Context: an optimization exercise on an open-source flow, tuned for small area, a short achievable clock period and few clock cycles. The choices shown serve that exercise and are no tape-out recipe.
Only simulation tests tie the RTL to the original design; equivalence was not proved.
Power and IR drop assume default switching activity.

File: run.sh
#!/bin/bash
# synth_recipe.tcl (not shown) runs the flow's synth.tcl, then flattens the netlist and writes it again
# the make line also repeats each setting of config.mk as NAME=value (left out here)
make -C /OpenROAD-flow-scripts/flow DESIGN_CONFIG=/design/flow/config.mk WORK_HOME=/design/flow/orfs CLKGATE_MAP_FILE= SYNTH_SCRIPT=/design/flow/synth_recipe.tcl finish
File: config.mk
export PLATFORM = sky130hd
export DESIGN_NAME = conv2d_stream
export DESIGN_NICKNAME = conv2d_stream
export VERILOG_FILES = /design/flow/design.v
export SDC_FILE = /design/flow/constraint.sdc
export NUM_CORES = 4
export LEC_CHECK = 0
export CAP_MARGIN = 20
export CORE_MARGIN = 2
export CORE_UTILIZATION = 40
export SLEW_MARGIN = 20
File: constraint.sdc
create_clock -name core_clock -period 11.0 [get_ports {clk}]
set_input_delay 2.2000 -clock core_clock [delete_from_list [all_inputs] [get_ports {clk}]]
set_output_delay 2.2000 -clock core_clock [all_outputs]
set_load 0.01 [all_outputs]
File: design.v
package conv_pkg;
    localparam int DEF_DW     = 8;
    localparam int DEF_MAXDIM = 16;
    localparam int DEF_MAXK   = 4;
    typedef enum logic [2:0] {
        IDLE,
        LOAD_IMG,
        LOAD_KER,
        COMPUTE,
        EMIT,
        DONE
    } conv_state_e;
endpackage
module conv_mac
#(
    parameter int DW = conv_pkg::DEF_DW,
    parameter int AW = 2*DW
) (
    input  logic          clk,
    input  logic          rstN,
    input  logic          en,
    input  logic          clr,
    input  logic [DW-1:0] a,
    input  logic [DW-1:0] b,
    output logic [AW-1:0] acc
);
    logic [2*DW-1:0] prod;
    logic [AW-1:0]   acc_q, acc_d;
    assign prod = {{DW{1'b0}}, a} * {{DW{1'b0}}, b};
    always_comb begin
        acc_d = acc_q;
        if (en) begin
            acc_d = (clr ? '0 : acc_q) + AW'(prod);
        end
    end
    always_ff @(posedge clk or negedge rstN) begin
        if (!rstN) begin
            acc_q <= '0;
        end else begin
            acc_q <= acc_d;
        end
    end
    assign acc = acc_q;
endmodule
module conv2d_stream
#(
    parameter int DW     = conv_pkg::DEF_DW,
    parameter int MAXDIM = conv_pkg::DEF_MAXDIM,
    parameter int MAXK   = conv_pkg::DEF_MAXK,
    parameter int DIMW   = $clog2(MAXDIM),
    parameter int KW     = $clog2(MAXK),
    parameter int AW     = 2*DW + 2*KW
) (
    input  logic            clk,
    input  logic            rstN,
    input  logic            start,
    input  logic [DIMW-1:0] inRow,
    input  logic [DIMW-1:0] inCol,
    input  logic [KW-1:0]   kerRow,
    input  logic [KW-1:0]   kerCol,
    input  logic            stride,
    input  logic [DW-1:0]   inData,
    input  logic            inValid,
    output logic            inReady,
    output logic [AW-1:0]   outMatrix,
    output logic            outValid,
    input  logic            outReady,
    output logic            busy,
    output logic            done,
    output logic            err
);
    conv_pkg::conv_state_e state_q, state_d;
    logic [DIMW-1:0] inRow_q, inRow_d, inCol_q, inCol_d;
    logic [KW-1:0]   kerRow_q, kerRow_d, kerCol_q, kerCol_d;
    logic            stride_q, stride_d;
    logic [DIMW-1:0] imgR_q, imgR_d, imgC_q, imgC_d;
    logic [KW-1:0]   kerR_q, kerR_d, kerC_q, kerC_d;
    logic [DIMW-1:0] outR_q, outR_d, outC_q, outC_d;
    logic [KW-1:0]   tapK_q, tapK_d, tapL_q, tapL_d;
    logic            err_q, err_d;
    logic [DW-1:0] imgBuf [MAXDIM][MAXDIM];
    logic [DW-1:0] kerBuf [MAXK][MAXK];
    logic            xfer, imgWe, kerWe, macEn, macClr;
    logic [DIMW-1:0] diffR, diffC, lastOutR, lastOutC;
    logic [DIMW-1:0] rowBase, colBase, rowIdx, colIdx;
    logic [DW-1:0]   macA, macB;
    logic [AW-1:0]   macAcc;
    assign xfer  = inValid && inReady;
    assign imgWe = xfer && (state_q == conv_pkg::LOAD_IMG);
    assign kerWe = xfer && (state_q == conv_pkg::LOAD_KER);
    assign diffR    = inRow_q - DIMW'(kerRow_q);
    assign diffC    = inCol_q - DIMW'(kerCol_q);
    assign lastOutR = stride_q ? (diffR >> 1) : diffR;
    assign lastOutC = stride_q ? (diffC >> 1) : diffC;
    assign rowBase = stride_q ? {outR_q[DIMW-2:0], 1'b0} : outR_q;
    assign colBase = stride_q ? {outC_q[DIMW-2:0], 1'b0} : outC_q;
    assign rowIdx  = rowBase + DIMW'(tapK_q);
    assign colIdx  = colBase + DIMW'(tapL_q);
    assign macA    = imgBuf[rowIdx][colIdx];
    assign macB    = kerBuf[tapK_q][tapL_q];
    always_ff @(posedge clk) begin
        if (imgWe) begin
            imgBuf[imgR_q][imgC_q] <= inData;
        end
        if (kerWe) begin
            kerBuf[kerR_q][kerC_q] <= inData;
        end
    end
    always_comb begin
        state_d  = state_q;
        inRow_d  = inRow_q;
        inCol_d  = inCol_q;
        kerRow_d = kerRow_q;
        kerCol_d = kerCol_q;
        stride_d = stride_q;
        imgR_d   = imgR_q;
        imgC_d   = imgC_q;
        kerR_d   = kerR_q;
        kerC_d   = kerC_q;
        outR_d   = outR_q;
        outC_d   = outC_q;
        tapK_d   = tapK_q;
        tapL_d   = tapL_q;
        err_d    = 1'b0;
        macEn    = 1'b0;
        macClr   = 1'b0;
        case (state_q)
            conv_pkg::IDLE: begin
                if (start) begin
                    inRow_d  = inRow;
                    inCol_d  = inCol;
                    kerRow_d = kerRow;
                    kerCol_d = kerCol;
                    stride_d = stride;
                    if ((int'(kerRow) > int'(inRow)) || (int'(kerCol) > int'(inCol))) begin
                        err_d = 1'b1;
                    end else begin
                        state_d = conv_pkg::LOAD_IMG;
                        imgR_d  = '0;
                        imgC_d  = '0;
                        kerR_d  = '0;
                        kerC_d  = '0;
                    end
                end
            end
            conv_pkg::LOAD_IMG: begin
                if (inValid) begin
                    if (imgC_q == inCol_q) begin
                        imgC_d = '0;
                        if (imgR_q == inRow_q) begin
                            imgR_d  = '0;
                            state_d = conv_pkg::LOAD_KER;
                        end else begin
                            imgR_d = imgR_q + 1'b1;
                        end
                    end else begin
                        imgC_d = imgC_q + 1'b1;
                    end
                end
            end
            conv_pkg::LOAD_KER: begin
                if (inValid) begin
                    if (kerC_q == kerCol_q) begin
                        kerC_d = '0;
                        if (kerR_q == kerRow_q) begin
                            kerR_d  = '0;
                            outR_d  = '0;
                            outC_d  = '0;
                            tapK_d  = '0;
                            tapL_d  = '0;
                            state_d = conv_pkg::COMPUTE;
                        end else begin
                            kerR_d = kerR_q + 1'b1;
                        end
                    end else begin
                        kerC_d = kerC_q + 1'b1;
                    end
                end
            end
            conv_pkg::COMPUTE: begin
                macEn  = 1'b1;
                macClr = (tapK_q == '0) && (tapL_q == '0);
                if (tapL_q == kerCol_q) begin
                    tapL_d = '0;
                    if (tapK_q == kerRow_q) begin
                        tapK_d  = '0;
                        state_d = conv_pkg::EMIT;
                    end else begin
                        tapK_d = tapK_q + 1'b1;
                    end
                end else begin
                    tapL_d = tapL_q + 1'b1;
                end
            end
            conv_pkg::EMIT: begin
                if (outReady) begin
                    state_d = conv_pkg::COMPUTE;
                    if (outC_q == lastOutC) begin
                        outC_d = '0;
                        if (outR_q == lastOutR) begin
                            outR_d  = '0;
                            state_d = conv_pkg::DONE;
                        end else begin
                            outR_d = outR_q + 1'b1;
                        end
                    end else begin
                        outC_d = outC_q + 1'b1;
                    end
                end
            end
            conv_pkg::DONE: begin
                state_d = conv_pkg::IDLE;
            end
            default: begin
                state_d = conv_pkg::IDLE;
            end
        endcase
    end
    always_ff @(posedge clk or negedge rstN) begin
        if (!rstN) begin
            state_q  <= conv_pkg::IDLE;
            inRow_q  <= '0;
            inCol_q  <= '0;
            kerRow_q <= '0;
            kerCol_q <= '0;
            stride_q <= 1'b0;
            imgR_q   <= '0;
            imgC_q   <= '0;
            kerR_q   <= '0;
            kerC_q   <= '0;
            outR_q   <= '0;
            outC_q   <= '0;
            tapK_q   <= '0;
            tapL_q   <= '0;
            err_q    <= 1'b0;
        end else begin
            state_q  <= state_d;
            inRow_q  <= inRow_d;
            inCol_q  <= inCol_d;
            kerRow_q <= kerRow_d;
            kerCol_q <= kerCol_d;
            stride_q <= stride_d;
            imgR_q   <= imgR_d;
            imgC_q   <= imgC_d;
            kerR_q   <= kerR_d;
            kerC_q   <= kerC_d;
            outR_q   <= outR_d;
            outC_q   <= outC_d;
            tapK_q   <= tapK_d;
            tapL_q   <= tapL_d;
            err_q    <= err_d;
        end
    end
    conv_mac #(
        .DW (DW),
        .AW (AW)
    ) u_mac (
        .clk  (clk),
        .rstN (rstN),
        .en   (macEn),
        .clr  (macClr),
        .a    (macA),
        .b    (macB),
        .acc  (macAcc)
    );
    assign inReady   = (state_q == conv_pkg::LOAD_IMG) || (state_q == conv_pkg::LOAD_KER);
    assign outValid  = (state_q == conv_pkg::EMIT);
    assign busy      = (state_q != conv_pkg::IDLE);
    assign done      = (state_q == conv_pkg::DONE);
    assign err       = err_q;
    assign outMatrix = macAcc;
endmodule
==> out/metrics.yaml <==
finish:
  design_area_um2: 103000
  nNetsFinal: 5096
  post-route-util_pct: 45.3
  drive_gt1_share_pct: 21.2
  area_growth_pct: 12.4
  fill_cells: 19192
timing:
  rsz0062_at_grt: "no"
  final-hold-violation-count: 0
  relSlewSlack_pct: 20.0
  setup-violations-final: 0
  period_needed_ps: 10000
  fmax_ghz: 0.100
  setup-tns-final_ps: 0
  fin_skew_ps: 25.3
  slew_viol_final: 0
  timing.final.crit_share_pct: 90.9
  tightest_slew_ps: 1200
placement:
  hpwl_um: 156000
  numPortBuffers: 50
  gp_congestion: 0.882
  placed_area_um2: 95900
synthesis:
  synth_warnings: 2
  synthCells: 4818
  synth_area_leaders: "edfxtp_1 71%, mux4_2 14%, dfrtp_1 1.7%"
  synth-async-reset-ratio_pct: 2.73
  synthFlopType: "edfxtp_1"
  yosysTopAreaCellShare_pct: 71.2
  synth_edf_count: 2176
  yosysTopAreaCell: "edfxtp_1"
  synth_fp_nets: 4971
  yosysSeqAreaShare_pct: 72.8
  ys_ff_latch: 2237
  netlist_area_um2: 91800
  syn_avg_cell_area_um2: 19.1
  netlist-cell-type-count: 91
global_route:
  grt_pass1_wl_um: 358000
  overflow: 0
  antenna_found_initial: 9
  grt_max_degree: 163
  grt_pass1_vias: 47229
  grt_usage_pct: 21.3
floorplanning:
  pin_count: 51
  coreArea_um2: 228000
  std_cell_rows: 175
  start_util_pct: 40.3
  die_w_um: 483
  dieArea_um2: 233000
  fp.dieH_um: 483
cts:
  clockBufferDepth: 3
  post_cts_buffers: 0
  cts_buffers: 222
  cts_tree: "built"
  insertion_delay_ps: 870
  ctsResizeCount: 0
  hold_buffers: 0
  h-tree-depth: 4
  clkSinkCount: 2237
  clkTransAtPathRegs_ps: 60
  cts-root-buf: "clkbuf_16"
routing:
  wirelength_um: 252000
  vias_per_cell: 5.86
  drc: 0
  drt_pass1_iterations: 6
  drt_iter0_markers: 5714
  wl_per_cell_um: 30.9
  antenna_left: 0
  vias: 47789
flow_run:
  drv_cap: 0
setup_path:
  critPathLaunchType: "register"
  crit_required_ps: 11780
  reg2reg_setup_slack_ps: 1000
  startpoint: "stride_q"
  rr_worst_depth: 27
  worst-path-max-fanout: 17
  rr_startpoint: "stride_q"
  cp.arrival_ps: 10780
  critPathKind: "reg2reg"
  rr_endpoint: "u_mac.acc_q[18]"
  cp-endpoint: "u_mac.acc_q[18]"
  cp-end-kind: "register"
power:
  power_density_nw_per_um2: 334
  peakVddDrop_mv: 0.997
  leakage_nw: 33.0
outcome:
  status: "complete, no violations"
min_path:
  holdCritPathClass: "reg2reg"
  hold_depth: 2
## report_power, final
group          internal [mW]  total (mW)  switching [mW]
clock network           4.32        7.60            3.28
logic                   7.24        17.1            9.90
registers               9.52        9.68           0.165
total                   21.1        34.4            13.3
## cell families after synthesis
group                      synth area share [%]
and+or+nand+nor                            4.96
AOI/OAI and AO/OA                          2.60
DFF                                        72.8
muxes                                      14.8
adders and majority gates                  2.17
buffers and inverters                      2.17
xor gates and xnor gates                  0.448
## sequential cells by signal (all words and copies together), names as in the netlist
name,flops
u_mac.acc_q,20
outC_q,4
inCol_q,4
kerBuf,128
kerC_q,2
inRow_q,4
tapK_q,2
imgBuf,2048
outR_q,4
kerRow_q,2
imgC_q,4
tapL_q,2
stride_q,1
imgR_q,4
kerR_q,2
err_q,1
kerCol_q,2
state_q,3
## placed cells by master, fill, tap and decap left out, drive strengths merged, types with 16 or more instances in the layout
cell type,count
nor2,325
nand4,18
mux2,29
dfrtp,61
mux2i,74
nand2b,21
clkinv,111
buf,128
edfxtp,2176
a21oi,66
and3,57
and2,16
o22ai,16
clkbuf,271
a31oi,24
ha,73
nor3,33
inv,125
xnor2,27
fa,54
a211oi,37
o21ai,90
a21o,16
nand2,329
mux4,556
xor2,17
nor2b,17
bufinv,23
nand3,132
clkdlybuf4s50,41
## routing by layer
metal  GRT usage, %  wire length [um]  vias up
met5              0                13        -
met2           33.9            120000     2287
met3           4.25             21500      438
met1           29.6            102000    25430
met4           7.03              8650        2
li1               -                 -    19632
## stage by stage
stage	worst slack (ps)	instances	hold slack, ps	total power, mW
after floorplan	3240	4818	491	22.3
after global placement	794	7724	496	27.1
after detailed placement	1160	7727	506	27.0
after CTS	1100	8145	521	34.6
after global routing	563	8147	560	36.7
final	1000	8150	511	34.4
## worst min-delay path by stage
stage | slack, ps | to | start
2_1_floorplan | 490 | outC_q[3] | outC_q[3]
3_3_place_gp | 500 | u_mac.acc_q[17] | u_mac.acc_q[17]
3_5_place_dp | 510 | u_mac.acc_q[17] | u_mac.acc_q[17]
4_1_cts | 520 | u_mac.acc_q[17] | u_mac.acc_q[17]
5_1_grt | 560 | u_mac.acc_q[16] | u_mac.acc_q[16]
6_report | 510 | u_mac.acc_q[16] | u_mac.acc_q[16]
## synthesized netlist by cell type, types with 8 or more instances
library cell     n
edfxtp_1      2176
mux4_2         555
nand2_1        328
nor2_1         324
nand3_1        132
inv_1          116
clkbuf_1        95
o21ai_0         81
ha_1            73
mux2i_1         73
a21oi_1         66
buf_2           63
dfrtp_1         61
and3_1          57
fa_1            54
buf_4           50
buf_6           35
a211oi_1        34
nor3_1          32
mux2_2          29
xnor2_1         26
a31oi_1         24
buf_1           24
nand2b_1        21
nand4_1         18
nor2b_1         17
a21o_1          16
and2_1          16
xor2_1          16
o22ai_1         15
or4_1           13
o211ai_1        11
nor4_1          10
or3_1           10
o21ai_1          8
o221ai_1         8
## critical path, cell delays in order (launching register included)
cell and delay (ps):
dfrtp_1 700, clkinv_1 390, a21boi_0 440, fa_4 520, xor2_4 920, nand2b_1 480, buf_4 370, a211oi_1 270
or4_1 240, nand4_1 310, o32ai_2 930, or2_1 210, fa_1 420, inv_1 90, fa_1 410, ha_1 280
inv_1 40, fa_1 470, inv_1 60, ha_1 270, a21o_1 160, a21oi_1 220, o21ba_2 170, o21ai_0 160
a2111oi_0 750, nor4_1 160, o21ai_0 220, xor2_1 160
## cell type report
type | count | area (um^2) | area share (%)
well taps | 3009 | 3760 | 3.65
repair buffers | 169 | 1750 | 1.69
clock buffers | 271 | 5840 | 5.66
multi-input cells | 2194 | 23100 | 22.4
diodes | 4 | 10.0 | 0.00970
clock inverters | 147 | 1410 | 1.36
inverters | 119 | 447 | 0.433
flip-flops and latches | 2237 | 66900 | 64.8
Testbench counts, summed over its fixed seeds: cycles 57,756.

## static timing again, ports no longer ideal
The flow's constraints put no driver on any port. The routed layout listed below was extracted and timed again, unchanged, in two steps.
Step 1 assumes that a clkbuf_16 drives the clock port and a buf_2 every other input.
Step 2, shift: input delay + t, output delay - t, t = (earliest + latest rising clock arrival at the registers) / 2. This alone moves slack from input paths to output paths.
a / b / c = ideal ports / drivers / drivers and shift; a / b = the first two.
shift t [ns]: 0.947
slack for setup (ns): 1.003 / 1.003 / 1.003
clock arrival spread, ns: 0.033 / 0.034
cell pins on the clock port's net: 1
After both steps this run still meets setup and hold. The setup slack of this run moves by 0.000 ns with the drivers and by 0.000 ns with both steps.
